This is an optimization exercise on Yosys and OpenROAD, whose aim is small area, a short achievable clock period and few clock cycles, not a production implementation.
Only simulation tests tie the RTL to the original design; equivalence was not proved.
Power and IR drop assume default switching activity.

==> design.v <==
package stt_pkg;
  localparam int unsigned OffsetBits   = 24;
  localparam int unsigned PositionBits = 16;
  localparam logic [OffsetBits-1:0]   OffMax = {OffsetBits{1'b1}};
  localparam logic [PositionBits-1:0] PosMax = {PositionBits{1'b1}};
  localparam logic [15:0]             LenMax = 16'hFFFF;
  localparam logic [2:0] MIdle     = 3'd0;
  localparam logic [2:0] MIdent    = 3'd1;
  localparam logic [2:0] MNumber   = 3'd2;
  localparam logic [2:0] MFraction = 3'd3;
  localparam logic [2:0] MString   = 3'd4;
  localparam logic [2:0] MEscape   = 3'd5;
  localparam logic [2:0] MComment  = 3'd6;
  localparam logic [2:0] MEnded    = 3'd7;
  localparam logic [2:0] PNone  = 3'd0;
  localparam logic [2:0] PSlash = 3'd1;
  localparam logic [2:0] PEq    = 3'd2;
  localparam logic [2:0] PBang  = 3'd3;
  localparam logic [2:0] PLt    = 3'd4;
  localparam logic [2:0] PGt    = 3'd5;
  localparam logic [2:0] PDot   = 3'd6;
  localparam logic [5:0] KEnd     = 6'd0;
  localparam logic [5:0] KIdent   = 6'd1;
  localparam logic [5:0] KNumber  = 6'd2;
  localparam logic [5:0] KString  = 6'd3;
  localparam logic [5:0] KKw0     = 6'd4;
  localparam logic [5:0] KLParen  = 6'd24;
  localparam logic [5:0] KRParen  = 6'd25;
  localparam logic [5:0] KLBrace  = 6'd26;
  localparam logic [5:0] KRBrace  = 6'd27;
  localparam logic [5:0] KSemi    = 6'd28;
  localparam logic [5:0] KComma   = 6'd29;
  localparam logic [5:0] KDot     = 6'd30;
  localparam logic [5:0] KAssign  = 6'd31;
  localparam logic [5:0] KBang    = 6'd33;
  localparam logic [5:0] KLt      = 6'd35;
  localparam logic [5:0] KGt      = 6'd37;
  localparam logic [5:0] KPlus    = 6'd39;
  localparam logic [5:0] KMinus   = 6'd40;
  localparam logic [5:0] KStar    = 6'd41;
  localparam logic [5:0] KSlash   = 6'd42;
  localparam logic [5:0] KStrByte = 6'd44;
  localparam logic [5:0] KBadChar = 6'd45;
  localparam logic [5:0] KUnterm  = 6'd46;
  localparam int unsigned NumKw = 20;
  localparam logic [1:0] PosCur = 2'd0;
  localparam logic [1:0] PosRun = 2'd1;
  localparam logic [1:0] PosOp  = 2'd2;
  function automatic logic [63:0] kw_text(input int k);
    logic [63:0] w;
    w = '0;
    case (k)
      0:  w[23:0] = {"t", "e", "l"};
      1:  w[39:0] = {"t", "n", "i", "r", "p"};
      2:  w[15:0] = {"f", "i"};
      3:  w[31:0] = {"e", "s", "l", "e"};
      4:  w[39:0] = {"e", "l", "i", "h", "w"};
      5:  w[31:0] = {"e", "u", "r", "t"};
      6:  w[39:0] = {"e", "s", "l", "a", "f"};
      7:  w[23:0] = {"l", "i", "n"};
      8:  w[23:0] = {"d", "n", "a"};
      9:  w[15:0] = {"r", "o"};
      10: w[15:0] = {"i", "u"};
      11: w[31:0] = {"t", "i", "n", "i"};
      12: w[31:0] = {"t", "x", "e", "t"};
      13: w[47:0] = {"n", "o", "t", "t", "u", "b"};
      14: w[39:0] = {"t", "u", "p", "n", "i"};
      15: w[23:0] = {"n", "u", "r"};
      16: w[39:0] = {"r", "a", "e", "l", "c"};
      17: w[39:0] = {"e", "l", "t", "i", "t"};
      18: w[47:0] = {"t", "c", "e", "l", "e", "s"};
      19: w[63:0] = {"x", "o", "b", "k", "c", "e", "h", "c"};
      default: w = '0;
    endcase
    kw_text = w;
  endfunction
  function automatic int kw_len(input int k);
    int l;
    case (k)
      0, 7, 8, 15:            l = 3;
      1, 4, 6, 14, 16, 17:    l = 5;
      2, 9, 10:               l = 2;
      3, 5, 11, 12:           l = 4;
      13, 18:                 l = 6;
      19:                     l = 8;
      default:                l = 0;
    endcase
    kw_len = l;
  endfunction
endpackage
module stt_kw_match (
  input  logic [7:0]  c_i,        
  input  logic [15:0] len_i,      
  input  logic        open_i,     
  input  logic [stt_pkg::NumKw-1:0] mask_i,
  output logic [stt_pkg::NumKw-1:0] mask_o,
  output logic [5:0]  kind_o      
);
  logic short_len;
  assign short_len = len_i[15:3] == 13'd0;
  logic [63:0] w;
  always_comb begin
    for (int k = 0; k < stt_pkg::NumKw; k++) begin
      w = stt_pkg::kw_text(k);
      if (open_i) begin
        mask_o[k] = c_i == w[7:0];
      end else begin
        mask_o[k] = 1'b0;
        for (int i = 1; i < stt_pkg::kw_len(k); i++) begin
          if (short_len && len_i[2:0] == 3'(i) && c_i == w[i*8 +: 8])
            mask_o[k] = mask_i[k];
        end
      end
    end
  end
  logic [5:0] kw_kind;
  always_comb begin
    kw_kind = 6'd0;
    for (int k = 0; k < stt_pkg::NumKw; k++) begin
      if (mask_i[k] && len_i == 16'(stt_pkg::kw_len(k))) kw_kind = kw_kind | (stt_pkg::KKw0 + 6'(k));
    end
    kind_o = (kw_kind != 6'd0) ? kw_kind : stt_pkg::KIdent;
  end
endmodule
module stt_core (
  input  logic        clk_i,
  input  logic        rst_ni,
  input  logic        go_i,
  input  logic        out_ready_i,
  input  logic [7:0]  text_byte_i,
  input  logic        end_of_text_i,
  output logic        done_o,      
  output logic        out_valid_o,
  output logic [5:0]  out_kind_o,
  output logic [23:0] out_off_o,
  output logic [15:0] out_len_o,
  output logic [15:0] out_line_o,
  output logic [15:0] out_col_o,
  output logic [7:0]  out_sb_o,
  output logic        out_last_o
);
  localparam logic [1:0] LRun = 2'd3;
  logic [2:0]  mode_q, mode_d;
  logic [2:0]  pend_q, pend_d;
  logic        halt_q, halt_d;
  logic [23:0] off_q;                
  logic [15:0] line_q, col_q;
  logic        adv_q;                
  logic        lastlf_q;             
  logic [23:0] cur_off;              
  logic [15:0] cur_line, cur_col;
  logic [23:0] p_off_q;              
  logic [15:0] p_line_q, p_col_q;
  logic [15:0] len_q, len_d;
  logic        ppend_q;                     
  logic [stt_pkg::NumKw-1:0] kwm_q, kwm_d;
  logic        ov_q;
  logic [5:0]  kind_q;
  logic [7:0]  sb_q;
  logic        last_q;
  logic [1:0]  lsel_q;
  logic [7:0]  c;
  logic        eot;
  logic        is_alpha, is_digit, is_blank, is_lf, is_quote, is_bslash, is_dot, is_eq;
  logic        is_slash, is_bang, is_lt, is_gt, is_hold, is_open;
  logic [5:0]  single_kind;
  logic        is_single;
  logic [15:0] len_inc;
  logic [5:0]  kw_kind;
  logic        kw_open;
  logic        close_res, fall, fall_res, split;
  logic [5:0]  close_kind, fall_kind;
  logic [1:0]  close_pos;
  logic [1:0]  close_len, fall_len;
  logic [7:0]  sb;
  logic        open_run, hold_op, advance, emit, more;
  assign eot = end_of_text_i || (text_byte_i == 8'd0);
  assign c = text_byte_i;
  assign is_alpha  = (c >= "a" && c <= "z") || (c >= "A" && c <= "Z") || c == "_";
  assign is_digit  = c >= "0" && c <= "9";
  assign is_lf     = c == 8'h0A;
  assign is_blank  = c == " " || c == 8'h09 || c == 8'h0D || is_lf;
  assign is_quote  = c == "\"";
  assign is_bslash = c == "\\";
  assign is_dot    = c == ".";
  assign is_eq     = c == "=";
  assign is_slash  = c == "/";
  assign is_bang   = c == "!";
  assign is_lt     = c == "<";
  assign is_gt     = c == ">";
  assign is_hold   = is_slash || is_eq || is_bang || is_lt || is_gt;
  assign is_open   = is_alpha || is_digit || is_quote;
  always_comb begin
    is_single = 1'b1;
    case (c)
      "(":     single_kind = stt_pkg::KLParen;
      ")":     single_kind = stt_pkg::KRParen;
      "{":     single_kind = stt_pkg::KLBrace;
      "}":     single_kind = stt_pkg::KRBrace;
      ";":     single_kind = stt_pkg::KSemi;
      ",":     single_kind = stt_pkg::KComma;
      ".":     single_kind = stt_pkg::KDot;
      "+":     single_kind = stt_pkg::KPlus;
      "-":     single_kind = stt_pkg::KMinus;
      "*":     single_kind = stt_pkg::KStar;
      default: begin single_kind = stt_pkg::KBadChar; is_single = 1'b0; end
    endcase
  end
  assign len_inc = (len_q != stt_pkg::LenMax) ? len_q + 16'd1 : len_q;
  assign cur_off  = (adv_q && off_q != stt_pkg::OffMax) ? off_q + 24'd1 : off_q;
  assign cur_line = (adv_q && lastlf_q && line_q != stt_pkg::PosMax) ? line_q + 16'd1 : line_q;
  assign cur_col  = (adv_q && lastlf_q) ? 16'd1 :
                    (adv_q && col_q != stt_pkg::PosMax) ? col_q + 16'd1 : col_q;
  stt_kw_match u_kw (
    .c_i(c), .len_i(len_q), .open_i(kw_open), .mask_i(kwm_q), .mask_o(kwm_d), .kind_o(kw_kind)
  );
  always_comb begin
    fall_res = 1'b1;
    fall_kind = single_kind;
    fall_len = 2'd1;
    if (eot) begin
      fall_kind = stt_pkg::KEnd; fall_len = 2'd0;
    end else if (is_blank || is_open || is_hold) begin
      fall_res = 1'b0;
    end else if (!is_single) begin
      fall_len = 2'd0;
    end
  end
  always_comb begin
    mode_d = mode_q; pend_d = pend_q; halt_d = halt_q; len_d = len_q;
    close_res = 1'b0; close_kind = stt_pkg::KEnd; close_pos = stt_pkg::PosRun; close_len = 2'd0;
    fall = 1'b0; split = 1'b0; more = 1'b0;
    kw_open = 1'b0;
    open_run = 1'b0; hold_op = 1'b0;
    sb = 8'd0;
    case (mode_q)
      stt_pkg::MString: begin
        if (eot) begin
          close_res = 1'b1; close_kind = stt_pkg::KUnterm; halt_d = 1'b1;
        end else if (is_quote) begin
          len_d = len_inc; close_res = 1'b1; close_kind = stt_pkg::KString; close_len = LRun;
          mode_d = stt_pkg::MIdle;
        end else if (is_bslash) begin
          len_d = len_inc; mode_d = stt_pkg::MEscape;
        end else begin
          len_d = len_inc; close_res = 1'b1; close_kind = stt_pkg::KStrByte; sb = c;
        end
      end
      stt_pkg::MEscape: begin
        if (eot) begin
          close_res = 1'b1; close_kind = stt_pkg::KUnterm; halt_d = 1'b1;
        end else begin
          len_d = len_inc; mode_d = stt_pkg::MString; close_res = 1'b1; close_kind = stt_pkg::KStrByte;
          sb = (c == "n") ? 8'h0A : (c == "t") ? 8'h09 : (c == "r") ? 8'h0D : c;
        end
      end
      stt_pkg::MComment: begin
        if (eot || is_lf) begin
          mode_d = stt_pkg::MIdle; fall = 1'b1;
        end
      end
      stt_pkg::MIdent: begin
        if (!eot && (is_alpha || is_digit)) begin
          len_d = len_inc;
        end else begin
          close_res = 1'b1; close_kind = kw_kind; close_len = LRun;
          mode_d = stt_pkg::MIdle; fall = 1'b1;
        end
      end
      stt_pkg::MNumber, stt_pkg::MFraction: begin
        if (pend_q == stt_pkg::PDot) begin
          if (!eot && is_digit) begin
            len_d = len_inc; mode_d = stt_pkg::MFraction; pend_d = stt_pkg::PNone; split = 1'b1;
          end else begin
            close_res = 1'b1; close_kind = stt_pkg::KNumber; close_len = LRun;
            mode_d = stt_pkg::MIdle; pend_d = stt_pkg::PDot; split = 1'b1; more = 1'b1;
          end
        end else if (!eot && is_digit) begin
          len_d = len_inc;
        end else if (!eot && is_dot && mode_q == stt_pkg::MNumber) begin
          pend_d = stt_pkg::PDot; hold_op = 1'b1;
        end else begin
          close_res = 1'b1; close_kind = stt_pkg::KNumber; close_len = LRun;
          mode_d = stt_pkg::MIdle; fall = 1'b1;
        end
      end
      stt_pkg::MEnded: begin
        close_res = 1'b1; close_kind = stt_pkg::KEnd; close_pos = stt_pkg::PosCur;
      end
      default: begin
        pend_d = stt_pkg::PNone;
        close_pos = stt_pkg::PosOp;
        case (pend_q)
          stt_pkg::PSlash: begin
            if (!eot && is_slash) begin
              mode_d = stt_pkg::MComment;
            end else begin
              close_res = 1'b1; close_kind = stt_pkg::KSlash; close_len = 2'd1; fall = 1'b1;
            end
          end
          stt_pkg::PEq, stt_pkg::PBang, stt_pkg::PLt, stt_pkg::PGt: begin
            close_res = 1'b1;
            case (pend_q)
              stt_pkg::PEq:   close_kind = stt_pkg::KAssign;
              stt_pkg::PBang: close_kind = stt_pkg::KBang;
              stt_pkg::PLt:   close_kind = stt_pkg::KLt;
              default:        close_kind = stt_pkg::KGt;
            endcase
            if (!eot && is_eq) begin
              close_kind = close_kind + 6'd1; close_len = 2'd2;
            end else begin
              close_len = 2'd1; fall = 1'b1;
            end
          end
          stt_pkg::PDot: begin
            close_res = 1'b1; close_kind = stt_pkg::KDot; close_len = 2'd1; fall = 1'b1;
          end
          default: begin
            fall = 1'b1;
          end
        endcase
      end
    endcase
    if (fall && close_res && (fall_res || (!eot && is_open && close_len == LRun))) begin
      split = 1'b1; more = fall_res;
      mode_d = stt_pkg::MIdle; pend_d = stt_pkg::PNone;
    end
    if (fall && !split) begin
      if (eot) begin
        mode_d = stt_pkg::MEnded;
      end else if (is_open) begin
        mode_d = is_alpha ? stt_pkg::MIdent : is_digit ? stt_pkg::MNumber : stt_pkg::MString;
        len_d = 16'd1; open_run = 1'b1; kw_open = 1'b1;
      end else if (is_hold) begin
        pend_d = is_slash ? stt_pkg::PSlash : is_eq ? stt_pkg::PEq : is_bang ? stt_pkg::PBang :
                 is_lt ? stt_pkg::PLt : stt_pkg::PGt;
        hold_op = 1'b1;
      end else if (!is_blank && !is_single) begin
        halt_d = 1'b1;
      end
    end
    if (halt_q) begin
      mode_d = mode_q; pend_d = pend_q; halt_d = halt_q; len_d = len_q;
      close_res = 1'b0; fall = 1'b0; split = 1'b0; open_run = 1'b0; hold_op = 1'b0;
    end
  end
  assign done_o = !split;
  assign emit = close_res || (fall && fall_res);
  assign advance = done_o && !eot && !halt_d && mode_q != stt_pkg::MEnded;
  logic [1:0]  pos_sel;
  assign pos_sel = close_res ? close_pos : stt_pkg::PosCur;
  logic p_load, p_from_last;
  assign p_load = (emit && pos_sel != stt_pkg::PosRun) || (open_run && !emit) || ppend_q;
  assign p_from_last = ppend_q || (mode_q == stt_pkg::MIdle && pend_q != stt_pkg::PNone);
  always_ff @(posedge clk_i or negedge rst_ni) begin
    if (!rst_ni) begin
      mode_q <= stt_pkg::MIdle; pend_q <= stt_pkg::PNone; halt_q <= 1'b0;
      off_q <= '0; line_q <= 16'd1; col_q <= 16'd1; adv_q <= 1'b0;
      ov_q <= 1'b0; ppend_q <= 1'b0;
    end else begin
      if (go_i) ppend_q <= open_run && emit;
      if (go_i) begin
        mode_q <= mode_d; pend_q <= pend_d; halt_q <= halt_d;
        if (advance) begin
          off_q <= cur_off; line_q <= cur_line; col_q <= cur_col; adv_q <= 1'b1;
        end
      end
      if (go_i) ov_q <= emit;
      else if (out_ready_i) ov_q <= 1'b0;
    end
  end
  always_ff @(posedge clk_i) begin
    if (go_i) begin
      len_q <= len_d;
      kwm_q <= kwm_d;
      if (advance) lastlf_q <= is_lf;
      if (p_load) begin
        p_off_q  <= p_from_last ? off_q  : cur_off;
        p_line_q <= p_from_last ? line_q : cur_line;
        p_col_q  <= p_from_last ? col_q  : cur_col;
      end
      if (emit) begin
        kind_q <= close_res ? close_kind : fall_kind;
        lsel_q <= close_res ? close_len : fall_len;
        sb_q <= sb;
        last_q <= !more;
      end
    end
  end
  assign out_valid_o = ov_q;
  assign out_kind_o  = kind_q;
  assign out_off_o   = p_off_q;
  assign out_line_o  = p_line_q;
  assign out_col_o   = p_col_q;
  assign out_len_o   = (lsel_q == LRun) ? len_q : {14'd0, lsel_q};
  assign out_sb_o    = sb_q;
  assign out_last_o  = last_q;
endmodule
module source_text_tokenizer_top (
  input  logic        clk_i,
  input  logic        rst_ni,
  input  logic        in_valid,
  output logic        in_ready,
  input  logic [7:0]  in_text_byte,
  input  logic        in_end_of_text,
  output logic        out_valid,
  input  logic        out_ready,
  output logic [5:0]  out_kind,
  output logic [23:0] out_start_offset,
  output logic [15:0] out_token_length,
  output logic [15:0] out_token_line,
  output logic [15:0] out_token_col,
  output logic [7:0]  out_string_byte,
  output logic        out_last
);
  logic       hv_q, sv_q;
  logic [7:0] hb_q, sb_q;
  logic       he_q, se_q;
  logic       take, go, done;
  assign in_ready = !sv_q;
  assign take = in_valid && !sv_q;
  assign go = hv_q && (!out_valid || out_ready);
  stt_core u_core (
    .clk_i, .rst_ni, .go_i(go), .out_ready_i(out_ready),
    .text_byte_i(hb_q), .end_of_text_i(he_q), .done_o(done),
    .out_valid_o(out_valid), .out_kind_o(out_kind), .out_off_o(out_start_offset),
    .out_len_o(out_token_length), .out_line_o(out_token_line), .out_col_o(out_token_col),
    .out_sb_o(out_string_byte), .out_last_o(out_last)
  );
  always_ff @(posedge clk_i or negedge rst_ni) begin
    if (!rst_ni) begin
      hv_q <= 1'b0; sv_q <= 1'b0;
    end else begin
      if (!hv_q || (go && done)) begin
        hv_q <= sv_q || take;
        sv_q <= sv_q && take;
      end else begin
        sv_q <= sv_q || take;
      end
    end
  end
  always_ff @(posedge clk_i) begin
    if (!hv_q || (go && done)) begin
      if (sv_q) begin
        hb_q <= sb_q; he_q <= se_q;
      end else if (take) begin
        hb_q <= in_text_byte; he_q <= in_end_of_text;
      end
    end
    if (take) begin
      sb_q <= in_text_byte; se_q <= in_end_of_text;
    end
  end
endmodule
==> flow/run.sh <==
#!/bin/bash
set -euo pipefail
export BUFFER_PORTS_ARGS="-buffer_cell sky130_fd_sc_hd__buf_1"
export CTS_ARGS="-sink_clustering_enable -repair_clock_nets -dont_use_dummy_load -buf_list sky130_fd_sc_hd__clkbuf_8 -sink_buffer_max_cap_derate 0.6"
export SETUP_SLACK_MARGIN=5.65
bash standard.sh > standard_flow.log 2>&1
==> standard.sh <==
#!/bin/bash
# synth_recipe.tcl (not shown) runs the flow's synth.tcl, then flattens the netlist and writes it again
# the make line also repeats each setting of config.mk as NAME=value (left out here)
make -C /OpenROAD-flow-scripts/flow DESIGN_CONFIG=/design/flow/config.mk WORK_HOME=/design/flow/orfs CLKGATE_MAP_FILE= SYNTH_SCRIPT=/design/flow/synth_recipe.tcl "${@:-finish}"
==> config.mk <==
export PLATFORM = sky130hd
export DESIGN_NAME = source_text_tokenizer_top
export DESIGN_NICKNAME = source_text_tokenizer_top
export VERILOG_FILES = /design/flow/design.v
export SDC_FILE = /design/flow/constraint.sdc
export NUM_CORES = 4
export LEC_CHECK = 0
export CAP_MARGIN = 20
export CORE_MARGIN = 2
export CORE_UTILIZATION = 60
export GPL_TIMING_DRIVEN = 0
export PLACE_DENSITY = 0.7
export SLEW_MARGIN = 20
==> constraint.sdc <==
create_clock -name core_clock -period 9.0 [get_ports {clk_i}]
set_input_delay 1.8000 -clock core_clock [delete_from_list [all_inputs] [get_ports {clk_i}]]
set_output_delay 1.8000 -clock core_clock [all_outputs]
set_load 0.01 [all_outputs]
==> flow_metrics.env, run 1 <==
export IMPL_worstHoldStart="u_core.line_q[15]"
export IMPL_ir_drop_v=0.0001451
export IMPL_antenna_found_initial=0
export IMPL_drc=0
export IMPL_port_buffer_count=101
export IMPL_arrival_ns=3.54
export IMPL_synth_area_um2=11600
export IMPL_r2r_start="hb_q[2]"
export IMPL_ctsHoldBuffers=0
export IMPL_ff2ff_path_depth=10
export IMPL_clock_latency_ns=0.48
export IMPL_r2r_end="u_core.kind_q[1]"
export IMPL_critPathSlowestCell="o41ai_1"
export IMPL_dr_first_iter_drc_count=1008
export IMPL_firstDrtPassIters=6
export IMPL_setup_slack_ns=5.619
export IMPL_final_nets=1363
export IMPL_final_cell_mix="128 x edfxtp_1, 99 x buf_1, 97 x nand2_1"
export IMPL_yosysWarnings=3
export IMPL_io_pins=102
export IMPL_p_leak_nw=5.108
export IMPL_clock_path_buffers=2
export IMPL_regToRegSetupSlack_ns=5.62
export IMPL_final_common_cell="edfxtp_1"
export IMPL_crit_chain="clkbuf_4 > and3b_2 > nand4_1 > o31ai_1 > nand2_1 > o22ai_4 > buf_4 > nor2_1 > buf_2 > o41ai_1"
export IMPL_final_seq_area_um2=5548
export IMPL_clkSlewWorstSetupHoldPaths_ns=0.11
export IMPL_clock_sinks=196
export IMPL_worst_pin_slew_ns=0.9888
export IMPL_wl_per_cell_um=19.47
export IMPL_min_path_type="register to register"
export IMPL_critical_path_max_stage_delay_ns=0.62
export IMPL_drive_gt1_share_pct=17.25
export IMPL_drv_cap=0
export IMPL_area_delta_synth_final_pct=16.74
export IMPL_path_max_fanout=10
export IMPL_status="finished clean"
export IMPL_hold_viol_final=0
export IMPL_vias_per_cell=6.292
export IMPL_crit_path_end_kind="register"
export IMPL_grt_pass1_wl_um=48090
export IMPL_path_class="register to register"
export IMPL_cts_htree_levels=4
export IMPL_fin_skew_ns=0.04289
export IMPL_grt_pass1_vias=9081
export IMPL_ys_seq_area_share_pct=47.81
export IMPL_die_h_um=143.1
export IMPL_die_area_um2=20470
export IMPL_drt_total_wl_um=31140
export IMPL_netlist_instances=1168
export IMPL_holdPathStages=1
export IMPL_die_w_um=143.1
export IMPL_gp_congestion=0.9667
export IMPL_grtUsageTotal_pct=30.00
export IMPL_synth_cell_type_count=92
export IMPL_antenna_left=0
export IMPL_max_slew_margin_pct=33.57
export IMPL_nFillCells=1430
export IMPL_period_needed_ns=3.381
export IMPL_grt_max_degree=30
export IMPL_coreArea_um2=18830
export IMPL_crit_required_ns=9.16
export IMPL_vias=10060
export IMPL_pre_cts_ws_ns=4.910
export IMPL_cts_root_buf="clkbuf_8"
export IMPL_period_share_pct=37.57
export IMPL_multi_input_area_um2=5966
export IMPL_ys_ff_latch=196
export IMPL_power_density_nw_per_um2=129.2
export IMPL_start_util_pct=61.62
export IMPL_avgSynthCellArea_um2=9.935
export IMPL_num_rows=50
export IMPL_synth_flop_cell="edfxtp_1"
export IMPL_grt_ovfl_total=0
export IMPL_setup_viol=0
export IMPL_finalMaxSlewViolations=0
export IMPL_cts_buffers=17
export IMPL_n_antenna_cell=0
export IMPL_dp_hpwl_um=21900
export IMPL_synth_edf_count=128
export IMPL_synthesis_nets=1190
export IMPL_rsz0062_at_grt="yes"
export IMPL_fmax_mhz=295.8
export IMPL_finalSetupTns_ns=0
export IMPL_hold_end="u_core.line_q[15]"
export IMPL_cts_tree="built"
export IMPL_start_kind="register"
export IMPL_async_flop_share_pct=34.69
-- worst max-delay path by stage --
stage	end	from	slack [ns]
after floorplan	u_core.p_col_q[0]	out_ready	5.08
after global placement	u_core.col_q[11]	rst_ni	3.44
after detailed placement	u_core.col_q[11]	out_ready	4.91
after CTS	u_core.len_q[6]	hb_q[3]	5.63
after global routing	u_core.p_line_q[1]	u_core.line_q[0]	5.55
final	u_core.kind_q[1]	hb_q[2]	5.62
-- power by group --
part	switching (mW)	internal (mW)	total, mW
clock network	0.265	0.167	0.432
logic	0.178	0.0986	0.276
registers	0.0201	1.02	1.04
total	0.462	1.29	1.75
-- cells in the mapped netlist, types with 25 or more instances --
master / number / share of area [%]
a21oi_1: 58 / 2.5
and3_1: 31 / 1.7
clkbuf_1: 45 / 1.5
dfrtp_1: 66 / 14
edfxtp_1: 128 / 33
nand2_1: 99 / 3.2
nand3_1: 55 / 2.4
nand4_1: 25 / 1.3
nor2_1: 99 / 3.2
nor3_1: 36 / 1.6
o21ai_0: 83 / 3.6
xnor2_1: 26 / 2.0
xor2_1: 62 / 4.7
-- area by class of cell --
cell class	count	share of cell area (%)
buffer	76	3.353
sequential	196	40.96
inverter	25	0.7205
tap	260	2.402
timing repair inverter	1	0.03695
multi-input combinational	871	44.04
timing repair buffer	153	6.761
clock buffer	17	1.727
-- per-layer routing --
| metal | part of all wire (%) | track usage, % | wire length, um | vias to the layer above |
|---|---|---|---|---|
| met5 | 0 | 0 | 0 | - |
| met4 | 3.0 | 9.484 | 937 | 0 |
| met3 | 6.9 | 4.393 | 2154 | 79 |
| met2 | 47 | 48.00 | 14780 | 517 |
| met1 | 43 | 42.38 | 13260 | 4811 |
| li1 | - | - | - | 4654 |
-- sequential cells by signal, summed over array words and instances (netlist names), 16 cells and up --
| signal | flops |
|---|---|
| u_core.p_off_q | 24 |
| u_core.off_q | 24 |
| u_core.p_col_q | 16 |
| u_core.len_q | 16 |
| u_core.line_q | 16 |
| u_core.kwm_q | 20 |
| u_core.p_line_q | 16 |
| u_core.col_q | 16 |
-- what timing repair did --
item                                    in CTS  in global routing
gates cloned                                 1                  3
gates resized for setup                     39                 62
endpoints found under the setup margin     198                174
buffers inserted                            16                 28
pin swaps                                   11                 30
-- per-stage QoR --
| stage | cell area, um2 | hold WS (ns) | util (%) | cells | power (mW) |
|---|---|---|---|---|---|
| floorplan | 11670 | 0.4426 | - | 1168 | 1.197 |
| global placement | 12380 | 0.4943 | 65.74 | 1529 | 1.276 |
| detailed placement | 12480 | 0.5018 | 66.26 | 1534 | 1.286 |
| CTS | 13050 | 0.5155 | 69.28 | 1568 | 1.724 |
| global route | 13550 | 0.5292 | 71.93 | 1599 | 1.814 |
| finish | 13550 | 0.5162 | 71.93 | 1599 | 1.750 |
-- logic make-up (layout without fill, tap and decap cells) --
| logic type | count (synthesis) | in the layout | synth area share (%) |
|---|---|---|---|
| flip-flops | 196 | 196 | 47.81 |
| AO/OA/AOI/OAI | 272 | 272 | 15.56 |
| adder cells (fa/ha/maj) | 9 | 9 | 0.9705 |
| XOR/XNOR | 88 | 88 | 6.642 |
| AND/OR/NAND/NOR | 484 | 484 | 23.34 |
| buffers and inverters | 101 | 272 | 3.903 |
| multiplexers | 18 | 18 | 1.768 |
-- critical path, delay by kind of cell (launching register included) --
kind / cells / cell delay (ns)
simple gates: 4 / 0.71
compound gates: 3 / 1.20
flops: 1 / 0.49
buf+inv: 3 / 0.66
Testbench counts, summed over its fixed seeds: cycles 24,429.
==> run 2: changes to the inputs <==
--- a/config.mk
+++ b/config.mk
@@ -9,5 +9,4 @@
 export CORE_MARGIN = 2
 export CORE_UTILIZATION = 60
-export GPL_TIMING_DRIVEN = 0
-export PLACE_DENSITY = 0.7
+export PLACE_DENSITY = 0.65
 export SLEW_MARGIN = 20
==> run 2 against run 1 <==
- non-clock buffer count fell by 54
- flip-flop and latch count did not move
- core utilization fell by 2.6 points
- critical path type unchanged
- critical endpoint is now u_core.line_q[6]
- largest cell class unchanged
- largest power group unchanged
==> flow_metrics.env, run 2 <==
export IMPL_status="finished clean"
export IMPL_grt_pass1_wl_um=46700
export IMPL_netlist_instances=1168
export IMPL_synthesis_nets=1190
export IMPL_crit_chain="buf_4 > and2_1 > a211oi_2 > o21ai_2 > nor4_1 > nand4_1 > o211ai_4 > bufbuf_16 > nor4_2 > xor2_1"
export IMPL_finalMaxSlewViolations=0
export IMPL_use_met1_pct=40.13
export IMPL_drive_gt1_share_pct=16.38
export IMPL_async_flop_share_pct=34.69
export IMPL_clock_latency_ns=0.48
export IMPL_path_class="register to register"
export IMPL_final_common_cell="edfxtp_1"
export IMPL_setup_viol=0
export IMPL_finalSetupTns_ns=0
export IMPL_dp_hpwl_um=19810
export IMPL_fin_skew_ns=0.04397
export IMPL_ys_seq_area_share_pct=47.81
export IMPL_rsz0062_at_grt="yes"
export IMPL_cts_root_buf="clkbuf_8"
export IMPL_gp_congestion=0.9975
export IMPL_regToRegSetupSlack_ns=5.63
export IMPL_hold_viol_final=0
export IMPL_clock_sinks=196
export IMPL_gr_usage_met3_pct=6.070
export IMPL_period_share_pct=37.43
export IMPL_dr_first_iter_drc_count=1203
export IMPL_power_density_nw_per_um2=133.2
export IMPL_synth_flop_cell="edfxtp_1"
export IMPL_p_leak_nw=4.859
export IMPL_ff2ff_path_depth=10
export IMPL_avgSynthCellArea_um2=9.935
export IMPL_path_max_fanout=17
export IMPL_grtUsageTotal_pct=29.01
export IMPL_start_util_pct=61.62
export IMPL_setup_slack_ns=5.631
export IMPL_clock_path_buffers=2
export IMPL_drv_cap=0
export IMPL_vias=9925
export IMPL_synth_top_area_cell="edfxtp_1"
export IMPL_ys_ff_latch=196
export IMPL_vias_per_cell=6.411
export IMPL_wl_per_cell_um=19.68
export IMPL_crit_path_end_kind="register"
export IMPL_n_antenna_cell=0
export IMPL_r2r_start="hb_q[1]"
export IMPL_pre_cts_ws_ns=4.436
export IMPL_grt_max_degree=69
export IMPL_drc=0
export IMPL_drt_total_wl_um=30470
export IMPL_path_buf_inv=2
export IMPL_totalPowerFinal_mw=1.740
export IMPL_grt_pass1_vias=8942
export IMPL_critical_path_max_stage_delay_ns=0.52
export IMPL_clkSlewWorstSetupHoldPaths_ns=0.09
export IMPL_firstDrtPassIters=6
export IMPL_gr_max_usage_layer="met2"
export IMPL_synthTopCellsByCount="128 x edfxtp_1, 99 x nand2_1, 99 x nor2_1"
export IMPL_start_kind="register"
export IMPL_period_needed_ns=3.369
export IMPL_synth_top_area_share_pct=33.12
export IMPL_yosysMostFrequentCell="edfxtp_1"
export IMPL_min_path_type="register to register"
export IMPL_crit_required_ns=9.34
export IMPL_largest_registers="u_core.off_q: 24 flops, u_core.p_off_q: 24 flops, u_core.kwm_q: 20 flops"
export IMPL_synthTopCellsByArea="edfxtp_1 33%, dfrtp_1 14%, xor2_1 4.7%"
export IMPL_synth_edf_count=128
export IMPL_worst_pin_slew_ns=0.9711
export IMPL_die_h_um=143.1
export IMPL_cp_num_cells=10
export IMPL_holdPathStages=1
export IMPL_final_cell_mix="128 x edfxtp_1, 100 x buf_1, 98 x nand2_1"
export IMPL_die_area_um2=20470
export IMPL_cts_buffers=17
export IMPL_r2r_end="u_core.line_q[6]"
export IMPL_cp_top_family="simple AND/OR/NAND/NOR gates"
export IMPL_final_nets=1312
export IMPL_hold_end="u_core.off_q[23]"
export IMPL_io_pins=102
export IMPL_synth_cell_type_count=92
export IMPL_num_rows=50
export IMPL_ir_drop_v=0.0001041
export IMPL_arrival_ns=3.71
export IMPL_critPathSlowestCell="nor4_1"
export IMPL_antenna_found_initial=0
export IMPL_worstHoldStart="u_core.off_q[23]"
export IMPL_antenna_left=0
export IMPL_die_w_um=143.1
export IMPL_cts_htree_levels=4
export IMPL_area_delta_synth_final_pct=12.52
export IMPL_cts_tree="built"
export IMPL_yosysWarnings=3
export IMPL_max_slew_margin_pct=35.25
export IMPL_synth_area_um2=11600
export IMPL_grt_ovfl_total=0
export IMPL_port_buffer_count=101
export IMPL_coreArea_um2=18830
export IMPL_fmax_mhz=296.8
export IMPL_grtUsageMet2_pct=45.88
==> run 2: area by class of cell <==
| cell class | count | area, um2 |
|---|---|---|
| multi-input cells | 874 | 5826 |
| fillers | 1466 | 5774 |
| flip-flops and latches | 196 | 5550 |
| repair buffers | 175 | 1016 |
| well taps | 260 | 325.3 |
| clock buffers | 17 | 234.0 |
| inverters | 25 | 97.59 |
| repair inverters | 1 | 7.507 |
==> run 2: worst max-delay path by stage <==
| stage | startpoint | to | slack [ns] |
|---|---|---|---|
| 2_1_floorplan | out_ready | u_core.p_col_q[0] | 5.08 |
| 3_3_place_gp | out_ready | u_core.off_q[1] | 4.49 |
| 3_5_place_dp | out_ready | u_core.off_q[1] | 4.44 |
| 4_1_cts | hb_q[7] | u_core.p_col_q[14] | 5.64 |
| 5_1_grt | hb_q[1] | u_core.line_q[6] | 5.57 |
| 6_report | hb_q[1] | u_core.line_q[6] | 5.63 |
==> run 2: timing repair <==
| item | CTS | global route |
|---|---|---|
| setup endpoints to repair | 231 | 179 |
| hold buffers | 0 | 0 |
| setup buffers | 40 | 21 |
| cloned | 3 | 2 |
| gates resized for setup | 29 | 13 |
| pin swaps | 9 | 8 |
==> run 2: cell families (layout without fill, tap and decap cells) <==
| kind of cell | after synthesis | after routing | synth area share, % |
|---|---|---|---|
| multiplexers | 18 | 18 | 1.768 |
| adder cells (fa/ha/maj) | 9 | 9 | 0.9705 |
| XOR/XNOR | 88 | 88 | 6.642 |
| buffers and inverters | 101 | 218 | 3.903 |
| AND/OR/NAND/NOR | 484 | 486 | 23.34 |
| AO/OA/AOI/OAI | 272 | 273 | 15.56 |
| flip-flops | 196 | 196 | 47.81 |
==> run 2: worst reg2reg max path: cells and delay by family (launching register included) <==
kind,cells,cell delay (ns)
AO/OA/AOI/OAI,3,0.92
buffers and inverters,2,0.56
flip-flops,1,0.46
XOR/XNOR,1,0.15
AND/OR/NAND/NOR,4,1.16
==> run 2: per-layer routing <==
| metal | vias up | part of all wire (%) |
|---|---|---|
| li1 | 4574 | - |
| met1 | 4687 | 42 |
| met2 | 553 | 47 |
| met3 | 111 | 7.9 |
| met4 | 0 | 3.4 |
| met5 | - | 0 |
==> run 2: through the flow <==
step	cells	utilization [%]	cell area (um2)	hold slack, ns
2_1_floorplan	1168	-	11670	0.4426
3_3_place_gp	1465	64.35	12120	0.4997
3_5_place_dp	1465	64.35	12120	0.4988
4_1_cts	1525	68.07	12820	0.5165
5_1_grt	1548	69.34	13060	0.5242
6_report	1548	69.34	13060	0.5176
==> run 2: where the power goes <==
group	switching (mW)	internal [mW]	total [mW]
sequential	0.0236	1.02	1.05
combinational	0.172	0.0850	0.257
clock	0.270	0.168	0.437
total	0.465	1.27	1.74
==> run 3: changes to the inputs <==
--- a/config.mk
+++ b/config.mk
@@ -9,4 +9,4 @@
 export CORE_MARGIN = 2
 export CORE_UTILIZATION = 60
-export PLACE_DENSITY = 0.65
+export PLACE_DENSITY = 0.75
 export SLEW_MARGIN = 20
==> run 3 against run 2 <==
- critical path type unchanged
- largest power group unchanged
- highest routed layer unchanged
- clock-buffer cell count unchanged
- synthesized area unchanged
- synthesized cell count unchanged
- cell area decreased by 0.53%
==> flow_metrics.env, run 3 <==
export IMPL_dp_hpwl_um=19410
export IMPL_nFillCells=1481
export IMPL_cts_tree="built"
export IMPL_synth_cell_type_count=92
export IMPL_finalMaxSlewViolations=0
export IMPL_regToRegSetupSlack_ns=5.70
export IMPL_drv_cap=0
export IMPL_met3RoutedLength_um=2549
export IMPL_cts_htree_levels=4
export IMPL_period_needed_ns=3.298
export IMPL_vias_per_cell=6.423
export IMPL_yosysMostFrequentCell="edfxtp_1"
export IMPL_period_share_pct=36.64
export IMPL_antenna_found_initial=0
export IMPL_ys_seq_area_share_pct=47.81
export IMPL_ir_drop_v=0.00008892
export IMPL_path_class="register to register"
export IMPL_num_rows=50
export IMPL_synth_edf_count=128
export IMPL_rsz0062_at_grt="no"
export IMPL_avgSynthCellArea_um2=9.935
export IMPL_worstHoldStart="u_core.line_q[10]"
export IMPL_holdPathStages=1
export IMPL_dr_first_iter_drc_count=1147
export IMPL_die_w_um=143.1
export IMPL_status="finished clean"
export IMPL_synth_area_um2=11600
export IMPL_cts_buffers=17
export IMPL_synthTopCellsByArea="edfxtp_1 33%, dfrtp_1 14%, xor2_1 4.7%"
export IMPL_die_area_um2=20470
export IMPL_fin_skew_ns=0.03988
export IMPL_ys_ff_latch=196
export IMPL_start_util_pct=61.62
export IMPL_final_nets=1296
export IMPL_finalSetupTns_ns=0
export IMPL_coreArea_um2=18830
export IMPL_clock_path_buffers=2
export IMPL_final_common_cell="edfxtp_1"
export IMPL_yosysWarnings=3
export IMPL_worstSetupStartpoint="hb_q[1]"
export IMPL_r2r_start="hb_q[1]"
export IMPL_drive_gt1_share_pct=15.49
export IMPL_met2_length_um=14370
export IMPL_gp_congestion=0.9917
export IMPL_setup_slack_ns=5.702
export IMPL_clock_sinks=196
export IMPL_hold_viol_final=0
export IMPL_pre_cts_ws_ns=4.237
export IMPL_netlist_instances=1168
export IMPL_fmax_mhz=303.2
export IMPL_p_leak_nw=4.803
export IMPL_multi_input_area_um2=5879
export IMPL_cpMostUsedCell="buf_4"
export IMPL_area_delta_synth_final_pct=11.93
export IMPL_synth_top_area_share_pct=33.12
export IMPL_post_route_cell_area_um2=12990
export IMPL_ff2ff_path_depth=11
export IMPL_drc=0
export IMPL_clkSlewWorstSetupHoldPaths_ns=0.11
export IMPL_holdWs_ns=0.5201
export IMPL_n_antenna_cell=0
export IMPL_dp_cells=1463
export IMPL_path_max_fanout=28
export IMPL_fin_cells=1532
export IMPL_grt_pass1_vias=8819
export IMPL_port_buffer_count=101
export IMPL_wl_met1_um=12510
export IMPL_synth_top_area_cell="edfxtp_1"
export IMPL_grt_ovfl_total=0
export IMPL_io_pins=102
export IMPL_largest_registers="u_core.off_q: 24 flops, u_core.p_off_q: 24 flops, u_core.kwm_q: 20 flops"
export IMPL_drt_total_wl_um=30010
export IMPL_clock_latency_ns=0.47
export IMPL_final_cell_mix="128 x edfxtp_1, 100 x buf_1, 97 x nand2_1"
export IMPL_die_h_um=143.1
export IMPL_synthTopCellsByCount="128 x edfxtp_1, 99 x nand2_1, 99 x nor2_1"
export IMPL_r2r_end="u_core.p_off_q[13]"
export IMPL_critPathSlowestCell="o41ai_4"
export IMPL_async_flop_share_pct=34.69
export IMPL_vias=9840
export IMPL_critical_path_max_stage_delay_ns=0.52
export IMPL_synthesis_nets=1190
export IMPL_arrival_ns=3.45
export IMPL_highest_layer="met4"
export IMPL_postPlaceCellArea_um2=12100
export IMPL_antenna_left=0
export IMPL_start_kind="register"
export IMPL_grtUsageTotal_pct=28.23
export IMPL_setup_viol=0
export IMPL_final_seq_area_um2=5549
export IMPL_hold_end="u_core.line_q[10]"
export IMPL_crit_chain="buf_4 > buf_4 > and3b_1 > o21ai_0 > a2111oi_4 > buf_4 > o41ai_4 > o211ai_1 > a221oi_4 > buf_4 > buf_6"
export IMPL_cts_root_buf="clkbuf_8"
export IMPL_min_path_type="register to register"
export IMPL_worst_pin_slew_ns=0.9526
export IMPL_crit_path_end_kind="register"
export IMPL_grt_max_degree=69
export IMPL_crit_required_ns=9.15
export IMPL_firstDrtPassIters=6
export IMPL_synth_flop_cell="edfxtp_1"
export IMPL_wl_per_cell_um=19.59
export IMPL_ctsHoldBuffers=0
export IMPL_power_density_nw_per_um2=133.8
export IMPL_max_slew_margin_pct=36.01
export IMPL_grt_pass1_wl_um=45610
run 3: per-stage QoR:
| stage | power (mW) | util, % |
|---|---|---|
| finish | 1.737 | 68.97 |
| global route | 1.795 | 68.97 |
| CTS | 1.717 | 67.15 |
| detailed placement | 1.266 | 64.27 |
| global placement | 1.263 | 64.27 |
| floorplan | 1.197 | - |
run 3: final cells by class:
class	instances	share of cell area (%)
clock buffers	17	1.802
inverters	25	0.7514
multi-input cells	874	45.27
flip-flops and latches	196	42.73
well taps	260	2.505
repair buffers	160	6.946
run 3: repair_timing:
item                                    4_1_cts  5_1_grt
resized for setup                            23       21
buffers inserted                             23       24
cloned                                        2        3
pin swaps                                     3       10
endpoints found under the setup margin      230      194
run 3: where the power goes:
| group | total (mW) | leakage, nW | internal, mW | switching (mW) |
|---|---|---|---|---|
| clock network | 0.437 | 0.122 | 0.168 | 0.269 |
| logic | 0.248 | 2.57 | 0.0831 | 0.165 |
| registers | 1.05 | 2.11 | 1.02 | 0.0297 |
run 3: worst max-delay path by stage:
stage	endpoint	slack (ns)	cells past startpoint
6_report	u_core.p_off_q[13]	5.70	11
3_3_place_gp	u_core.col_q[15]	4.31	9
5_1_grt	u_core.len_q[13]	5.58	11
3_5_place_dp	u_core.col_q[1]	4.24	9
4_1_cts	u_core.col_q[12]	5.65	9
2_1_floorplan	u_core.p_col_q[0]	5.08	4
run 3: logic make-up (layout without fill, tap and decap cells):
family / count (synthesis) / after routing / synth area share (%)
AND/OR/NAND/NOR: 484 / 487 / 23.34
adder cells (fa/ha/maj): 9 / 9 / 0.9705
multiplexers: 18 / 18 / 1.768
XOR/XNOR: 88 / 88 / 6.642
buffers and inverters: 101 / 202 / 3.903
AO/OA/AOI/OAI: 272 / 272 / 15.56
flip-flops: 196 / 196 / 47.81
run 3: critical path: cells and delay by family, from the launching register on:
family          cells  cell delay, ns
simple gates        1            0.17
compound gates      5            1.39
flops               1            0.50
buf+inv             5            0.94
run 3: routing by layer:
layer | track usage [%] | up-vias
met3 | 4.594 | 60
li1 | - | 4528
met5 | 0 | -
met2 | 45.86 | 557
met1 | 39.23 | 4695
met4 | 8.338 | 0
==> run 4: changes to the inputs <==
--- a/config.mk
+++ b/config.mk
@@ -8,5 +8,5 @@
 export CAP_MARGIN = 20
 export CORE_MARGIN = 2
-export CORE_UTILIZATION = 60
+export CORE_UTILIZATION = 65
 export PLACE_DENSITY = 0.75
 export SLEW_MARGIN = 20
==> run 4 against run 3 <==
- clock skew up 0.0050 ns
- worst setup slack better by 0.00068 ns
- synthesized area unchanged
- sequential power about the same
- routed wire length up 2.4%
- via count up 1.5%
- hold slack better by 0.0077 ns
- cell area down 0.69%
- non-clock buffer count unchanged
- combinational power up 2%
- register-to-register slack about the same
- largest cell class unchanged
- largest power group unchanged
==> flow_metrics.env, run 4 <==
export IMPL_ys_ff_latch=196
export IMPL_dp_hpwl_um=19410
export IMPL_holdPathStages=1
export IMPL_coreArea_um2=17360
export IMPL_final_cell_mix="128 x edfxtp_1, 100 x buf_1, 98 x nand2_1"
export IMPL_fin_cells=1497
export IMPL_min_path_type="register to register"
export IMPL_cts_buffers=17
export IMPL_cts_htree_levels=4
export IMPL_postPlaceCellArea_um2=12070
export IMPL_cts_tree="built"
export IMPL_async_flop_share_pct=34.69
export IMPL_finalSetupTns_ns=0
export IMPL_antenna_left=0
export IMPL_grt_ovfl_total=0
export IMPL_antenna_found_initial=0
export IMPL_final_util_pct=74.31
export IMPL_firstDrtPassIters=6
export IMPL_drt_total_wl_um=30720
export IMPL_die_h_um=137.6
export IMPL_synth_top_area_share_pct=33.12
export IMPL_die_area_um2=18940
export IMPL_finalMaxSlewViolations=0
export IMPL_critical_path_max_stage_delay_ns=0.51
export IMPL_synth_edf_count=128
export IMPL_crit_path_end_kind="register"
export IMPL_start_util_pct=66.85
export IMPL_p_leak_nw=4.787
export IMPL_vias=9984
export IMPL_grt_max_degree=69
export IMPL_regToRegSetupSlack_ns=5.70
export IMPL_port_buffer_count=101
export IMPL_avgSynthCellArea_um2=9.935
export IMPL_period_share_pct=36.64
export IMPL_grt_pass1_wl_um=47460
export IMPL_worst_pin_slew_ns=1.000
export IMPL_period_needed_ns=3.297
export IMPL_cp_top_family="compound AO/OA/AOI/OAI gates"
export IMPL_arrival_ns=3.63
export IMPL_critPathSlowestCell="edfxtp_1"
export IMPL_clock_sinks=196
export IMPL_drc=0
export IMPL_dr_first_iter_drc_count=1227
export IMPL_synth_area_um2=11600
export IMPL_path_buf_inv=3
export IMPL_wl_per_cell_um=20.52
export IMPL_drv_cap=0
export IMPL_clkSlewWorstSetupHoldPaths_ns=0.10
export IMPL_grt_pass1_vias=8971
export IMPL_cts_root_buf="clkbuf_8"
export IMPL_clock_path_buffers=2
export IMPL_pre_cts_ws_ns=4.184
export IMPL_synth_cell_type_count=92
export IMPL_cp_num_cells=11
export IMPL_die_w_um=137.6
export IMPL_start_kind="register"
export IMPL_final_common_cell="edfxtp_1"
export IMPL_fin_skew_ns=0.04488
export IMPL_final_seq_area_um2=5550
export IMPL_synthTopCellsByArea="edfxtp_1 33%, dfrtp_1 14%, xor2_1 4.7%"
export IMPL_path_class="register to register"
export IMPL_final_nets=1296
export IMPL_post_route_cell_area_um2=12900
export IMPL_synth_flop_cell="edfxtp_1"
export IMPL_synthesis_nets=1190
export IMPL_max_slew_margin_pct=32.81
export IMPL_setup_slack_ns=5.703
export IMPL_fmax_mhz=303.3
export IMPL_area_delta_synth_final_pct=11.15
export IMPL_num_rows=48
export IMPL_status="finished clean"
export IMPL_power_density_nw_per_um2=135.4
export IMPL_io_pins=102
export IMPL_gp_congestion=0.9954
export IMPL_vias_per_cell=6.669
export IMPL_cpMostUsedCell="buf_4"
export IMPL_n_antenna_cell=0
export IMPL_crit_required_ns=9.34
export IMPL_ir_drop_v=0.00009884
export IMPL_yosysMostFrequentCell="edfxtp_1"
export IMPL_crit_chain="buf_4 > or4_4 > o211ai_1 > a32oi_1 > a32oi_4 > o221ai_2 > o211ai_4 > buf_4 > buf_6 > nor4_4 > xor2_1"
export IMPL_multi_input_area_um2=5822
export IMPL_clock_latency_ns=0.50
export IMPL_ff2ff_path_depth=11
export IMPL_grtUsageTotal_pct=32.44
export IMPL_setup_viol=0
export IMPL_netlist_instances=1168
export IMPL_synthTopCellsByCount="128 x edfxtp_1, 99 x nand2_1, 99 x nor2_1"
export IMPL_hold_viol_final=0
export IMPL_ys_seq_area_share_pct=47.81
export IMPL_drive_gt1_share_pct=15.33
export IMPL_nFillCells=1290
export IMPL_path_max_fanout=14
export IMPL_synth_top_area_cell="edfxtp_1"
export IMPL_dp_cells=1428
export IMPL_largest_registers="u_core.off_q: 24 flops, u_core.p_off_q: 24 flops, u_core.kwm_q: 20 flops"
export IMPL_rsz0062_at_grt="yes"
export IMPL_yosysWarnings=3
## run 4: cell families (layout without fill, tap and decap cells)
logic type | count (synthesis) | in the layout | synth area share [%]
compound gates | 272 | 272 | 15.56
buf+inv | 101 | 202 | 3.903
fa+ha+maj | 9 | 9 | 0.9705
mux | 18 | 18 | 1.768
xor+xnor | 88 | 88 | 6.642
flops | 196 | 196 | 47.81
simple gates | 484 | 487 | 23.34
## run 4: report_power, final
part           internal (mW)  total, mW  leakage, nW  switching [mW]
logic                 0.0850      0.252         2.55           0.167
registers               1.02       1.05         2.11          0.0293
clock network          0.167      0.442        0.122           0.275
## run 4: stage by stage
stage / power, mW / hold slack, ns
finish: 1.746 / 0.5277
global route: 1.808 / 0.5318
global placement: 1.262 / 0.5010
floorplan: 1.197 / 0.4426
detailed placement: 1.267 / 0.5057
CTS: 1.729 / 0.5207
## run 4: routing by layer
metal,share of wire [%],GRT usage (%)
met5,0,0
met2,44,47.62
met3,10,7.506
met1,43,47.35
met4,2.9,11.28
## run 4: what timing repair did
item / 4_1_cts / 5_1_grt
endpoints found under the setup margin: 231 / 139
pin swaps: 6 / 9
buffers inserted: 32 / 13
gates cloned: 3 / 4
gates resized for setup: 23 / 16
hold buffers: 0 / 0
## run 4: cell type report
class / instances / share of cell area, %
clock buffer: 17 / 1.814
inverter: 25 / 0.7567
multi-input combinational: 874 / 45.14
sequential: 196 / 43.03
tap: 225 / 2.183
timing repair buffer: 160 / 7.072
## run 4: worst paths after layout
check                                  startpoint                end
worst min-delay path            u_core.line_q[15]  u_core.line_q[15]
worst max-delay path                      hb_q[7]    u_core.off_q[7]
worst max register to register            hb_q[7]    u_core.off_q[7]
max in group asynchronous                  rst_ni   u_core.mode_q[0]
min in group asynchronous                  rst_ni    u_core.off_q[1]
worst min register to register  u_core.line_q[15]  u_core.line_q[15]
==> run 5: changes to the inputs <==
--- a/config.mk
+++ b/config.mk
@@ -9,4 +9,4 @@
 export CORE_MARGIN = 2
 export CORE_UTILIZATION = 65
-export PLACE_DENSITY = 0.75
+export PLACE_DENSITY = 0.7
 export SLEW_MARGIN = 20
==> run 5 against run 4 <==
- fmax is the same
- cell area is the same
- clock power hardly changed
- die area unchanged
- non-clock buffer count unchanged
- combinational power about the same
- critical endpoint unchanged
- largest power group unchanged
==> flow_metrics.env, run 5 <==
export IMPL_area_delta_synth_final_pct=11.15
export IMPL_clock_path_buffers=2
export IMPL_hold_viol_final=0
export IMPL_dp_cells=1428
export IMPL_arrival_ns=3.63
export IMPL_rsz0062_at_grt="yes"
export IMPL_netlist_instances=1168
export IMPL_cts_root_buf="clkbuf_8"
export IMPL_start_kind="register"
export IMPL_final_cell_mix="128 x edfxtp_1, 100 x buf_1, 98 x nand2_1"
export IMPL_ir_drop_v=0.00009884
export IMPL_synth_edf_count=128
export IMPL_final_nets=1296
export IMPL_period_share_pct=36.64
export IMPL_crit_path_end_kind="register"
export IMPL_p_leak_nw=4.787
export IMPL_grt_max_degree=69
export IMPL_net_switching_power_uw=471.5
export IMPL_dp_hpwl_um=19410
export IMPL_synth_flop_cell="edfxtp_1"
export IMPL_cts_tree="built"
export IMPL_vias_per_cell=6.669
export IMPL_crit_required_ns=9.34
export IMPL_synth_cell_type_count=92
export IMPL_power_density_nw_per_um2=135.4
export IMPL_die_h_um=137.6
export IMPL_finalSetupTns_ns=0
export IMPL_num_rows=48
export IMPL_path_max_fanout=14
export IMPL_drv_cap=0
export IMPL_drt_total_wl_um=30720
export IMPL_async_flop_share_pct=34.69
export IMPL_cts_htree_levels=4
export IMPL_yosysMostFrequentCell="edfxtp_1"
export IMPL_synth_top_area_cell="edfxtp_1"
export IMPL_max_slew_margin_pct=32.81
export IMPL_final_common_cell="edfxtp_1"
export IMPL_vias=9984
export IMPL_synth_area_um2=11600
export IMPL_p_comb_share_pct=14.4
export IMPL_n_antenna_cell=0
export IMPL_seq_power_share_pct=60.2
export IMPL_status="finished clean"
export IMPL_synth_top_area_share_pct=33.12
export IMPL_setup_viol=0
export IMPL_totalPowerFinal_mw=1.746
export IMPL_yosysWarnings=3
export IMPL_synthTopCellsByArea="edfxtp_1 33%, dfrtp_1 14%, xor2_1 4.7%"
export IMPL_internal_power_mw=1.275
export IMPL_ctsHoldBuffers=0
export IMPL_clock_sinks=196
export IMPL_coreArea_um2=17360
export IMPL_finalMaxSlewViolations=0
export IMPL_clkSlewWorstSetupHoldPaths_ns=0.10
export IMPL_cts_buffers=17
export IMPL_drive_gt1_share_pct=15.33
export IMPL_die_w_um=137.6
export IMPL_fmax_mhz=303.3
export IMPL_p_clk_share_pct=25.3
export IMPL_fin_skew_ns=0.04488
export IMPL_synthTopCellsByCount="128 x edfxtp_1, 99 x nand2_1, 99 x nor2_1"
export IMPL_largest_registers="u_core.off_q: 24 flops, u_core.p_off_q: 24 flops, u_core.kwm_q: 20 flops"
export IMPL_antenna_found_initial=0
export IMPL_antenna_left=0
export IMPL_synthesis_nets=1190
export IMPL_ys_ff_latch=196
export IMPL_path_class="register to register"
export IMPL_setup_slack_ns=5.703
export IMPL_grt_pass1_wl_um=47460
export IMPL_fin_cells=1497
export IMPL_firstDrtPassIters=6
export IMPL_grt_ovfl_total=0
export IMPL_dr_first_iter_drc_count=1227
export IMPL_pre_cts_ws_ns=4.184
export IMPL_period_needed_ns=3.297
export IMPL_io_pins=102
export IMPL_wl_per_cell_um=20.52
export IMPL_grtUsageTotal_pct=32.44
export IMPL_drc=0
export IMPL_port_buffer_count=101
export IMPL_min_path_type="register to register"
export IMPL_gp_congestion=0.9954
export IMPL_worst_pin_slew_ns=1.000
export IMPL_ys_seq_area_share_pct=47.81
export IMPL_grt_pass1_vias=8971
export IMPL_switching_share_pct=27.00
export IMPL_clock_latency_ns=0.50
export IMPL_avgSynthCellArea_um2=9.935
export IMPL_start_util_pct=66.85
export IMPL_die_area_um2=18940
==> run 5: path summary, 6_finish.rpt <==
kind	cells after the start	startpoint	end	slack (ns)
max	11	hb_q[7]	u_core.off_q[7]	5.70
min reg2reg	1	u_core.line_q[15]	u_core.line_q[15]	0.53
max reg2reg	11	hb_q[7]	u_core.off_q[7]	5.70
min	1	u_core.line_q[15]	u_core.line_q[15]	0.53
max in group asynchronous	2	rst_ni	u_core.mode_q[0]	6.84
min in group asynchronous	2	rst_ni	u_core.off_q[1]	1.49
==> run 5: through the flow <==
stage	hold WS, ns	utilization, %	cell area (um2)
after floorplan	0.4426	-	11670
after global placement	0.5010	69.47	12060
after detailed placement	0.5057	69.51	12070
after CTS	0.5207	73.04	12680
after global routing	0.5318	74.31	12900
final	0.5277	74.31	12900
==> run 5: power groups by stage <==
stage	registers [mW]	logic, mW	clock network, mW
finish	1.05	0.252	0.442
detailed placement	1.08	0.183	0
floorplan	1.08	0.121	0
CTS	1.05	0.231	0.447
global placement	1.08	0.180	0
global route	1.06	0.269	0.482
==> run 5: critical path, cell delays in order, from the launching register on <==
cell	delay [ns]
edfxtp_1	0.51
buf_4	0.20
or4_4	0.51
o211ai_1	0.28
a32oi_1	0.15
a32oi_4	0.39
o221ai_2	0.22
o211ai_4	0.30
buf_4	0.17
buf_6	0.20
nor4_4	0.05
xor2_1	0.16
==> run 5: what timing repair did <==
action,CTS,global route
gates resized for setup,23,16
setup endpoints to repair,231,139
pin swaps,6,9
buffers inserted,32,13
cloned,3,4
==> run 5: kinds of logic (layout without fill, tap and decap cells) <==
family / after synthesis / count (layout) / share of synthesized area [%]
AO/OA/AOI/OAI: 272 / 272 / 15.56
XOR/XNOR: 88 / 88 / 6.642
adder cells (fa/ha/maj): 9 / 9 / 0.9705
buffers and inverters: 101 / 202 / 3.903
flip-flops: 196 / 196 / 47.81
multiplexers: 18 / 18 / 1.768
AND/OR/NAND/NOR: 484 / 487 / 23.34
==> run 5: metal layers <==
| layer | track usage (%) | up-vias | part of all wire (%) |
|---|---|---|---|
| met5 | 0 | - | 0 |
| met3 | 7.506 | 86 | 10 |
| li1 | - | 4519 | - |
| met4 | 11.28 | 0 | 2.9 |
| met2 | 47.62 | 627 | 44 |
| met1 | 47.35 | 4752 | 43 |
==> run 5: layout make-up <==
cell class / instances / area, um2
Multi-Input combinational cell: 874 / 5822
Sequential cell: 196 / 5550
Fill cell: 1290 / 4459
Timing Repair Buffer: 160 / 912.1
Tap cell: 225 / 281.5
Clock buffer: 17 / 234.0
Inverter: 25 / 97.59
==> run 6: changes to the inputs <==
--- a/config.mk
+++ b/config.mk
@@ -8,5 +8,5 @@
 export CAP_MARGIN = 20
 export CORE_MARGIN = 2
-export CORE_UTILIZATION = 65
+export CORE_UTILIZATION = 55
 export PLACE_DENSITY = 0.7
 export SLEW_MARGIN = 20
==> run 6 against run 5 <==
- fmax shrank 3.7%
- via count shrank 0.53%
- sequential power is essentially flat
- first-iteration DRC count shrank 14%
- critical path type unchanged
- critical endpoint is now u_core.p_col_q[10]
- largest power group unchanged
==> flow_metrics.env, run 6 <==
export IMPL_synthesis_nets=1190
export IMPL_num_rows=53
export IMPL_synth_edf_count=128
export IMPL_antenna_found_initial=0
export IMPL_port_buffer_count=101
export IMPL_hold_viol_final=0
export IMPL_die_h_um=149.3
export IMPL_grt_pass1_wl_um=47400
export IMPL_ys_seq_area_share_pct=47.81
export IMPL_path_class="register to register"
export IMPL_fin_cells=1566
export IMPL_ctsHoldBuffers=0
export IMPL_setup_slack_ns=5.575
export IMPL_avgSynthCellArea_um2=9.935
export IMPL_yosysMostFrequentCell="edfxtp_1"
export IMPL_ir_drop_v=0.00009048
export IMPL_clock_sinks=196
export IMPL_finalMaxSlewViolations=0
export IMPL_ys_ff_latch=196
export IMPL_dr_first_iter_drc_count=1059
export IMPL_area_delta_synth_final_pct=13.44
export IMPL_net_switching_power_uw=461.4
export IMPL_synth_top_area_share_pct=33.12
export IMPL_yosysWarnings=3
export IMPL_vias_per_cell=6.342
export IMPL_post_route_cell_area_um2=13160
export IMPL_drc=0
export IMPL_fmax_mhz=292.0
export IMPL_dp_hpwl_um=19760
export IMPL_postPlaceCellArea_um2=12140
export IMPL_final_common_cell="edfxtp_1"
export IMPL_coreArea_um2=20890
export IMPL_nFillCells=1735
export IMPL_finalSetupTns_ns=0
export IMPL_firstDrtPassIters=7
export IMPL_arrival_ns=3.60
export IMPL_period_share_pct=38.05
export IMPL_final_cell_mix="128 x edfxtp_1, 101 x buf_1, 97 x nand2_1"
export IMPL_clock_path_buffers=2
export IMPL_dp_cells=1480
export IMPL_internal_power_mw=1.282
export IMPL_start_util_pct=55.55
export IMPL_final_util_pct=63.01
export IMPL_power_density_nw_per_um2=132.5
export IMPL_holdWs_ns=0.5145
export IMPL_n_antenna_cell=0
export IMPL_grt_max_degree=69
export IMPL_io_pins=102
export IMPL_grt_pass1_vias=9209
export IMPL_p_clk_share_pct=24.7
export IMPL_synth_flop_cell="edfxtp_1"
export IMPL_max_slew_margin_pct=36.10
export IMPL_async_flop_share_pct=34.69
export IMPL_gp_congestion=0.9490
export IMPL_die_area_um2=22280
export IMPL_grtUsageTotal_pct=26.85
export IMPL_clock_latency_ns=0.48
export IMPL_grt_ovfl_total=0
export IMPL_status="finished clean"
export IMPL_pre_cts_ws_ns=4.202
export IMPL_cts_htree_levels=4
export IMPL_drt_total_wl_um=31160
export IMPL_min_path_type="register to register"
export IMPL_worst_pin_slew_ns=0.9584
export IMPL_synthTopCellsByArea="edfxtp_1 33%, dfrtp_1 14%, xor2_1 4.7%"
export IMPL_vias=9931
export IMPL_setup_viol=0
export IMPL_antenna_left=0
export IMPL_crit_path_end_kind="register"
export IMPL_wl_per_cell_um=19.90
export IMPL_path_max_fanout=28
export IMPL_largest_registers="u_core.off_q: 24 flops, u_core.p_off_q: 24 flops, u_core.kwm_q: 20 flops"
export IMPL_p_comb_share_pct=15.4
export IMPL_synthTopCellsByCount="128 x edfxtp_1, 99 x nand2_1, 99 x nor2_1"
export IMPL_drive_gt1_share_pct=16.58
export IMPL_fin_skew_ns=0.04842
export IMPL_final_nets=1315
export IMPL_synth_area_um2=11600
export IMPL_drv_cap=0
export IMPL_rsz0062_at_grt="yes"
export IMPL_switching_share_pct=26.46
export IMPL_cts_buffers=17
export IMPL_start_kind="register"
export IMPL_cts_root_buf="clkbuf_8"
export IMPL_netlist_instances=1168
export IMPL_period_needed_ns=3.425
export IMPL_cts_tree="built"
export IMPL_totalPowerFinal_mw=1.744
export IMPL_crit_required_ns=9.17
export IMPL_die_w_um=149.3
export IMPL_synth_top_area_cell="edfxtp_1"
export IMPL_regToRegSetupSlack_ns=5.58
export IMPL_seq_power_share_pct=60.0
export IMPL_synth_cell_type_count=92
export IMPL_clkSlewWorstSetupHoldPaths_ns=0.09
export IMPL_p_leak_nw=4.928
[run 6: path summary, 6_finish.rpt]
kind | start | to | cells past startpoint
min in group asynchronous | rst_ni | u_core.off_q[3] | 2
worst max-delay path | u_core.mode_q[2] | u_core.p_col_q[10] | 6
worst min-delay path | u_core.off_q[23] | u_core.off_q[23] | 1
max in group asynchronous | rst_ni | u_core.mode_q[0] | 2
worst max register to register | u_core.mode_q[2] | u_core.p_col_q[10] | 6
worst min register to register | u_core.off_q[23] | u_core.off_q[23] | 1
[run 6: worst max-delay path: stages, from the launching register on]
cell       delay, ns
dfrtp_1         0.78
inv_1           0.29
or4_4           0.61
a32oi_4         0.36
o211ai_1        0.24
a221oi_4        0.47
bufbuf_16       0.41
[run 6: kinds of logic (layout without fill, tap and decap cells)]
| kind of cell | Yosys count | in the layout | share of synthesized area [%] |
|---|---|---|---|
| AO/OA/AOI/OAI | 272 | 272 | 15.56 |
| XOR/XNOR | 88 | 88 | 6.642 |
| adder cells (fa/ha/maj) | 9 | 9 | 0.9705 |
| buffers and inverters | 101 | 220 | 3.903 |
| flip-flops | 196 | 196 | 47.81 |
| multiplexers | 18 | 18 | 1.768 |
| AND/OR/NAND/NOR | 484 | 488 | 23.34 |
[run 6: repair_timing]
item | CTS | global route
buffers inserted | 36 | 25
cloned | 4 | 4
endpoints found under the setup margin | 229 | 181
pin swaps | 7 | 10
resized for setup | 23 | 18
hold endpoints to repair | 0 | 0
[run 6: layout make-up]
class	count	area, um2	share of cell area, %
Tap cell	275	344.1	2.614
Multi-Input combinational cell	875	5849	44.44
Sequential cell	196	5549	42.16
Inverter	25	97.59	0.7414
Clock buffer	17	234.0	1.778
Timing Repair Buffer	178	1089	8.270
[run 6: metal layers]
metal	wire [um]	global-route usage [%]	part of all wire [%]	vias to the layer above
met5	0	0	0	-
met4	1190	12.00	3.8	0
met3	2428	4.220	7.8	110
met2	14460	41.75	46	557
met1	13090	37.35	42	4693
li1	-	-	-	4571
[run 6: power by group through the flow]
| stage | combinational [mW] | sequential (mW) | clock (mW) |
|---|---|---|---|
| final | 0.268 | 1.05 | 0.430 |
| after floorplan | 0.121 | 1.08 | 0 |
| after CTS | 0.237 | 1.05 | 0.445 |
| after global routing | 0.286 | 1.05 | 0.471 |
| after global placement | 0.182 | 1.08 | 0 |
| after detailed placement | 0.184 | 1.08 | 0 |

-- static timing again, ports no longer ideal --
How much do the figures lean on ideal ports? The routed layouts below were timed once more, with nothing changed but the port constraints.
Step 1: set_driving_cell puts a clkbuf_16 on clk_i and a buf_2 on each other input, an assumption about the parent block.
Step 2 moves the port delays by t, midway between the first and last clock arrival at a register: inputs arrive t later, outputs are due t later. That takes back most of the time a late clock gives input paths.
Three values: no drivers, after step 1, after step 2; two values: the first two.
run | t, ns | setup WS [ns] | worst setup path at the end | worst data-port slew with drivers (ns)
run 1 | 0.507 | 5.619 / 5.619 / 5.119 | input to register | 0.05
run 2 | 0.503 | 5.631 / 5.631 / 5.211 | input to register | 0.03
run 3 | 0.489 | 5.702 / 5.689 / 5.297 | input to register | 0.03
run 4 | 0.520 | 5.703 / 5.681 / 5.256 | input to register | 0.03
run 5 | 0.520 | 5.703 / 5.681 / 5.256 | input to register | 0.03
run 6 | 0.499 | 5.575 / 5.575 / 5.314 | input to register | 0.03
After both steps every run listed still meets setup and hold. For run 1, which loses most, drivers alone change the setup slack by 0.000 ns; drivers and shift together by -0.500 ns.
